Context: an optimization exercise on an open-source flow, tuned for small area. The choices shown serve that exercise and are no tape-out recipe. In this exercise RTL edits were held to simulation tests only and were not proved equivalent to the original. Power figures rest on the tool's default switching activity, not on a simulated workload. No driver is modelled on the clock port, so clocking that relies on it looks cheaper here than on a real chip.

### flow/run.sh
#!/bin/bash
# Own layout flow: the standard flow (standard synthesis unchanged), with
# the smallest buffer on the ports and a clock tree without dummy loads.
set -euo pipefail
here=$(pwd)
bash standard.sh \
  "BUFFER_PORTS_ARGS=-buffer_cell sky130_fd_sc_hd__buf_1" \
  "CTS_ARGS=-sink_clustering_enable -repair_clock_nets -dont_use_dummy_load -sink_clustering_size 32 -sink_clustering_max_diameter 100" \
  finish > "$here/standard_flow.log" 2>&1
### standard.sh
#!/bin/bash
# synth_recipe.tcl (not shown) runs the flow's synth.tcl, then flattens the netlist and writes it again
# the make line also repeats each setting of config.mk as NAME=value (left out here)
make -C /OpenROAD-flow-scripts/flow DESIGN_CONFIG=/design/flow/config.mk WORK_HOME=/design/flow/orfs CLKGATE_MAP_FILE= SYNTH_SCRIPT=/design/flow/synth_recipe.tcl "${@:-finish}"
### config.mk
export PLATFORM = sky130hd
export DESIGN_NAME = fpga_config_loader
export DESIGN_NICKNAME = fpga_config_loader
export VERILOG_FILES = /design/flow/design.v
export SDC_FILE = /design/flow/constraint.sdc
export NUM_CORES = 4
export LEC_CHECK = 0
export CAP_MARGIN = 20
export CORE_MARGIN = 2
export CORE_UTILIZATION = 60
export SLEW_MARGIN = 20
### constraint.sdc
create_clock -name core_clock -period 10.0 [get_ports {clk}]
set_input_delay 2.0000 -clock core_clock [delete_from_list [all_inputs] [get_ports {clk}]]
set_output_delay 2.0000 -clock core_clock [all_outputs]
set_load 0.01 [all_outputs]
### design.v
package fpga_config_loader_pkg;
    localparam int CFG_BITS = 1020;
    localparam int NBYTES   = (CFG_BITS + 7) / 8;
    localparam int CNT_W    = $clog2(NBYTES);
    localparam logic [7:0] SYNC_BYTE = 8'hA5;
    localparam int BRB_LSB      = 0;
    localparam int BRB_BITS     = 900;
    localparam int IO_BITS      = 30;
    localparam int LEFTIO_LSB   = 900;
    localparam int RIGHTIO_LSB  = 930;
    localparam int TOPIO_LSB    = 960;
    localparam int BOTTOMIO_LSB = 990;
endpackage
module fpga_config_loader_shadow_reg
(
    input  logic                clk,
    input  logic                we,
    input  logic                last,
    input  logic [7:0]          wdata,
    output logic [fpga_config_loader_pkg::CFG_BITS-1:0] q_n
);
    localparam int NB = fpga_config_loader_pkg::NBYTES;
    logic [NB*4-1:0]     lo_n;    
    logic [(NB-1)*4-1:0] hi_n;    
    always_ff @(posedge clk) begin
        if (we) begin
            lo_n <= {~wdata[3:0], lo_n[NB*4-1:4]};
        end
    end
    always_ff @(posedge clk) begin
        if (we && !last) begin
            hi_n <= {~wdata[7:4], hi_n[(NB-1)*4-1:4]};
        end
    end
    always_comb begin
        for (int b = 0; b < NB - 1; b++) begin
            q_n[8*b +: 4]     = lo_n[4*b +: 4];
            q_n[8*b + 4 +: 4] = hi_n[4*b +: 4];
        end
        q_n[8*(NB-1) +: 4] = lo_n[4*(NB-1) +: 4];
    end
endmodule
module fpga_config_loader
(
    input  logic                 clk,
    input  logic                 rst_n,
    input  logic [7:0]           in_data,
    input  logic                 in_valid,
    output logic                 in_ready,
    output logic [fpga_config_loader_pkg::CFG_BITS-1:0]  cfg_out,
    output logic                 cfg_valid,
    output logic                 cfg_done,
    output logic                 cfg_err,
    output logic                 busy
);
    localparam int CFG_BITS = fpga_config_loader_pkg::CFG_BITS;
    localparam int CNT_W    = fpga_config_loader_pkg::CNT_W;
    logic                st_load, st_chk, st_commit, st_err;
    logic [CNT_W-1:0]    cnt;
    logic [7:0]          xsum;
    logic [CFG_BITS-1:0] shadow_n;
    logic [CFG_BITS-1:0] cfg_n;      
    logic                xfer;
    logic                shadow_we;
    logic                last;
    logic                cfg_none;
    assign in_ready  = rst_n && !st_commit && !st_err;
    assign xfer      = in_valid && in_ready;
    assign shadow_we = xfer && st_load;
    assign last      = &cnt;
    assign busy      = st_load || st_chk;
    fpga_config_loader_shadow_reg u_shadow (
        .clk   (clk),
        .we    (shadow_we),
        .last  (last),
        .wdata (in_data),
        .q_n   (shadow_n)
    );
    always_ff @(posedge clk) begin
        if (st_commit) cfg_n <= shadow_n;
    end
    assign cfg_out = ~(cfg_n | {CFG_BITS{cfg_none}});
    assign cfg_valid = ~cfg_none;
    always_ff @(posedge clk or negedge rst_n) begin
        if (!rst_n) cfg_none <= 1'b1;
        else if (st_commit) cfg_none <= 1'b0;
    end
    always_ff @(posedge clk or negedge rst_n) begin
        if (!rst_n) cnt <= '0;
        else if (shadow_we) cnt <= cnt + 1'b1;
    end
    always_ff @(posedge clk) begin
        if (!busy) xsum <= '0;
        else if (shadow_we) xsum <= xsum ^ in_data;
    end
    always_ff @(posedge clk or negedge rst_n) begin
        if (!rst_n) begin
            st_load   <= 1'b0;
            st_chk    <= 1'b0;
            st_commit <= 1'b0;
            st_err    <= 1'b0;
            cfg_done  <= 1'b0;
            cfg_err   <= 1'b0;
        end else begin
            cfg_done  <= st_commit;
            st_commit <= st_chk && xfer && (in_data == xsum);
            st_err    <= st_chk && xfer && (in_data != xsum);
            if (st_err) cfg_err <= 1'b1;
            if (!st_load && !st_chk && xfer && in_data == fpga_config_loader_pkg::SYNC_BYTE) begin
                st_load <= 1'b1;
                cfg_err <= 1'b0;
            end else if (shadow_we && last) begin
                st_load <= 1'b0;
            end
            if (shadow_we && last) st_chk <= 1'b1;
            else if (xfer) st_chk <= 1'b0;
        end
    end
endmodule
==> impl_metrics.yaml <==
synth:
  synth_area_leaders: "edfxtp_1, nor2_1, buf_2, dfrtp_1, dfxtp_1"
  async_reset_ff_share_pct: 0.679
  syn_area_per_cell_um2: 20.3
  synth_common_cells: "edfxtp_1, nor2_1, buf_2"
  yosysMostFrequentCell: "edfxtp_1"
  synth_edf_count: 2040
  yosys.area.top_type: "edfxtp_1"
  yosysWarnings: 2
  ys.flop_type: "edfxtp_1"
  synth_top_area_share_pct: 91.9
  synth.distinct_cells: 31
  ys_ff_latch: 2062
  netlist_instances: 3278
  ys_seq_area_share_pct: 92.7
  syn_area_um2: 66700
  synthesis.nets: 3290
run_status:
  status: "timing/DRC/antenna clean"
clocking:
  clock_path_buffers: 3
  post_cts_buffers: 0
  clock_latency_ns: 0.69
  cts-root-buf: "clkbuf_16"
  ctsHoldBuffers: 0
  cts.sinks: 2062
  numCtsBuffers: 74
  post_cts_resize_count: 0
  htreeDepth: 3
  clkTransAtPathRegs_ns: 0.12
  cts_tree: "done"
power_and_ir_drop:
  switchingPower_w: 0.00238
  comb_power_share_pct: 0.3
  power.density_nw_per_um2: 177
  p_clk_share_pct: 28.1
  pwr-share-seq_pct: 71.6
  p_int_w: 0.0107
  ir_worst_vdd_uv: 140
  switching_share_pct: 18.2
  leakage_nw: 22.2
die:
  rows: 122
  die_area_um2: 114000
  core_um2: 110000
  start_util_pct: 60.4
  die_w_um: 337
  ios: 1036
  die_y_um: 337
cells_and_area:
  fillCellCount: 7643
  n_antenna_cell: 0
  area_delta_synth_final_pct: 11.2
  fin_nets: 4317
  drive_gt1_share_pct: 2.70
  final_util_pct: 67.2
  finalInstanceArea_um2: 74100
route:
  vias: 31100
  detail-route-antenna-nets: 0
  drc: 0
  drt_iter0_markers: 3229
  routed_wl_um: 158000
  avgViaCountPerCell: 5.37
  wire_per_inst_um: 27.3
  first_pass_iters: 5
run:
  max_cap_violations: 0
critical_path:
  worstPathRequired_ns: 8.00
  r2r_start: "st_commit"
  cp.arrival_ns: 3.74
  crit_fanout: 189
  startpoint: "cfg_none"
  startpoint_type: "register"
  rrSetupSlack_ns: 5.40
  crit_type: "register to output pin"
  crit_path_end_kind: "output pin"
sta:
  slew_headroom_pct: 29.6
  finalCriticalPeriod_ns: 5.74
  worst_slew_pin_slew_ns: 1.06
  holdWs_ns: 0.406
  setup_viol: 0
  hold_violations: 0
  fin_ws_ns: 4.26
  skew_ns: 0.0423
  timing.fmax_mhz: 174
  maxSlewViolCount: 0
  fin_crit_sh_pct: 57.4
  rsz0062_at_grt: "false"
placement:
  placed_cell_area_um2: 72200
  hpwl_um: 110000
  portBuffers: 1035
  pre_cts_ws_ns: 4.07
  finalWeightedCongestion: 0.858
global_route:
  grt_pass1_vias: 28800
  grt_pass1_wl_um: 211000
  grt_max_degree: 190
  grt_overflow: 0
  track_usage_pct: 26.9
  antenna_found_initial: 5
worst_hold_path:
  min_from: "u_shadow.lo_n[449]"
  holdCritPathClass: "register to register"
[worst paths after layout]
| path | end | cells after the start |
|---|---|---|
| hold reg to reg | u_shadow.lo_n[445] | 0 |
| hold / removal | u_shadow.lo_n[445] | 0 |
| setup reg to reg | cfg_n[34] | 4 |
| setup / recovery | cfg_out[746] | 4 |
| max in group asynchronous | st_commit | 1 |
| min in group asynchronous | cnt[1] | 1 |
[sequential cells by signal, summed over array words and instances (netlist names)]
name and cells:
cfg_n 1020, u_shadow.lo_n 512, u_shadow.hi_n 508, xsum 8, cnt 7, cfg_done 1, cfg_err 1, cfg_none 1
st_chk 1, st_commit 1, st_err 1, st_load 1
[metal layers]
layer	share of wire (%)	global-route usage, %
met1	38	34.6
met2	49	43.5
met3	9.1	8.56
met4	4.4	10.5
met5	0.0095	0
[layout by cell type, fill, tap and decap left out, types with 2 or more instances in the layout]
cell type,count
edfxtp_1,2040
buf_1,1035
nor2_1,1022
clkbuf_16,74
buf_4,22
xnor2_1,14
dfrtp_1,12
nand3_1,11
inv_1,10
nand2_1,10
mux2i_1,8
buf_12,8
dfxtp_1,8
nand4_1,6
and4_1,2
buf_6,2
[worst max-delay path, cell delays in order (launching register included)]
cell	delay [ns]
dfstp_4	1.21
buf_12	0.63
buf_4	0.64
nor2_1	0.13
buf_1	0.16
[logic make-up after synthesis]
group / synth area share, %
xor+xnor: 0.184
mux: 0.137
fa+ha+maj: 0.0188
buf+inv: 0.882
flops: 92.7
compound gates: 0.0507
simple gates: 6.07
[stage by stage]
stage	power (W)	cells	setup TNS, ns
2_1_floorplan	0.00961	3278	-4315.15
3_3_place_gp	0.00962	5716	0
3_5_place_dp	0.00962	5716	0
4_1_cts	0.0132	5790	0
5_1_grt	0.0134	5791	0
6_report	0.0131	5791	0
[power groups by stage]
stage | logic, W | clock network (W) | registers (W)
6_report | 0.0000393 | 0.00369 | 0.00938
5_1_grt | 0.0000431 | 0.00401 | 0.00938
4_1_cts | 0.0000402 | 0.00378 | 0.00938
3_5_place_dp | 0.0000402 | 0 | 0.00958
3_3_place_gp | 0.0000399 | 0 | 0.00958
2_1_floorplan | 0.0000234 | 0 | 0.00959
[cell type report]
class | count | area (um2) | share of cell area (%)
clock buffer | 74 | 1850 | 2.50
timing repair buffer | 1068 | 4260 | 5.75
inverter | 12 | 52.6 | 0.0709
sequential | 2062 | 61800 | 83.3
multi-input combinational | 1087 | 4320 | 5.83
tap | 1488 | 1860 | 2.51

==> port drivers added, routing unchanged <==
The results above use ideal ports. As a check the final layout listed here was re-extracted and re-timed, cells and wires unchanged.
Step 1 (the two cells are an assumption about what drives the block):
set clk [get_ports {clk}]
set_driving_cell -lib_cell sky130_fd_sc_hd__clkbuf_16 $clk
set_driving_cell -lib_cell sky130_fd_sc_hd__buf_2 [delete_from_list [all_inputs] $clk]
Step 2 moves the port delays by t, midway between the first and last clock arrival at a register: inputs arrive t later, outputs are due t later. That takes back most of the time a late clock gives input paths.
Three values: ideal, step 1, step 2; two values: the first two.
t, ns: 0.744
slack for setup (ns): 4.256 / 4.182 / 4.177
clock arrival spread, ns: 0.047 / 0.047
worst register clock-pin slew, ns: 0.12 / 0.12
After both steps setup and hold are still met in this run. The setup slack of this run moves by -0.074 ns with the drivers and by -0.079 ns with both steps.
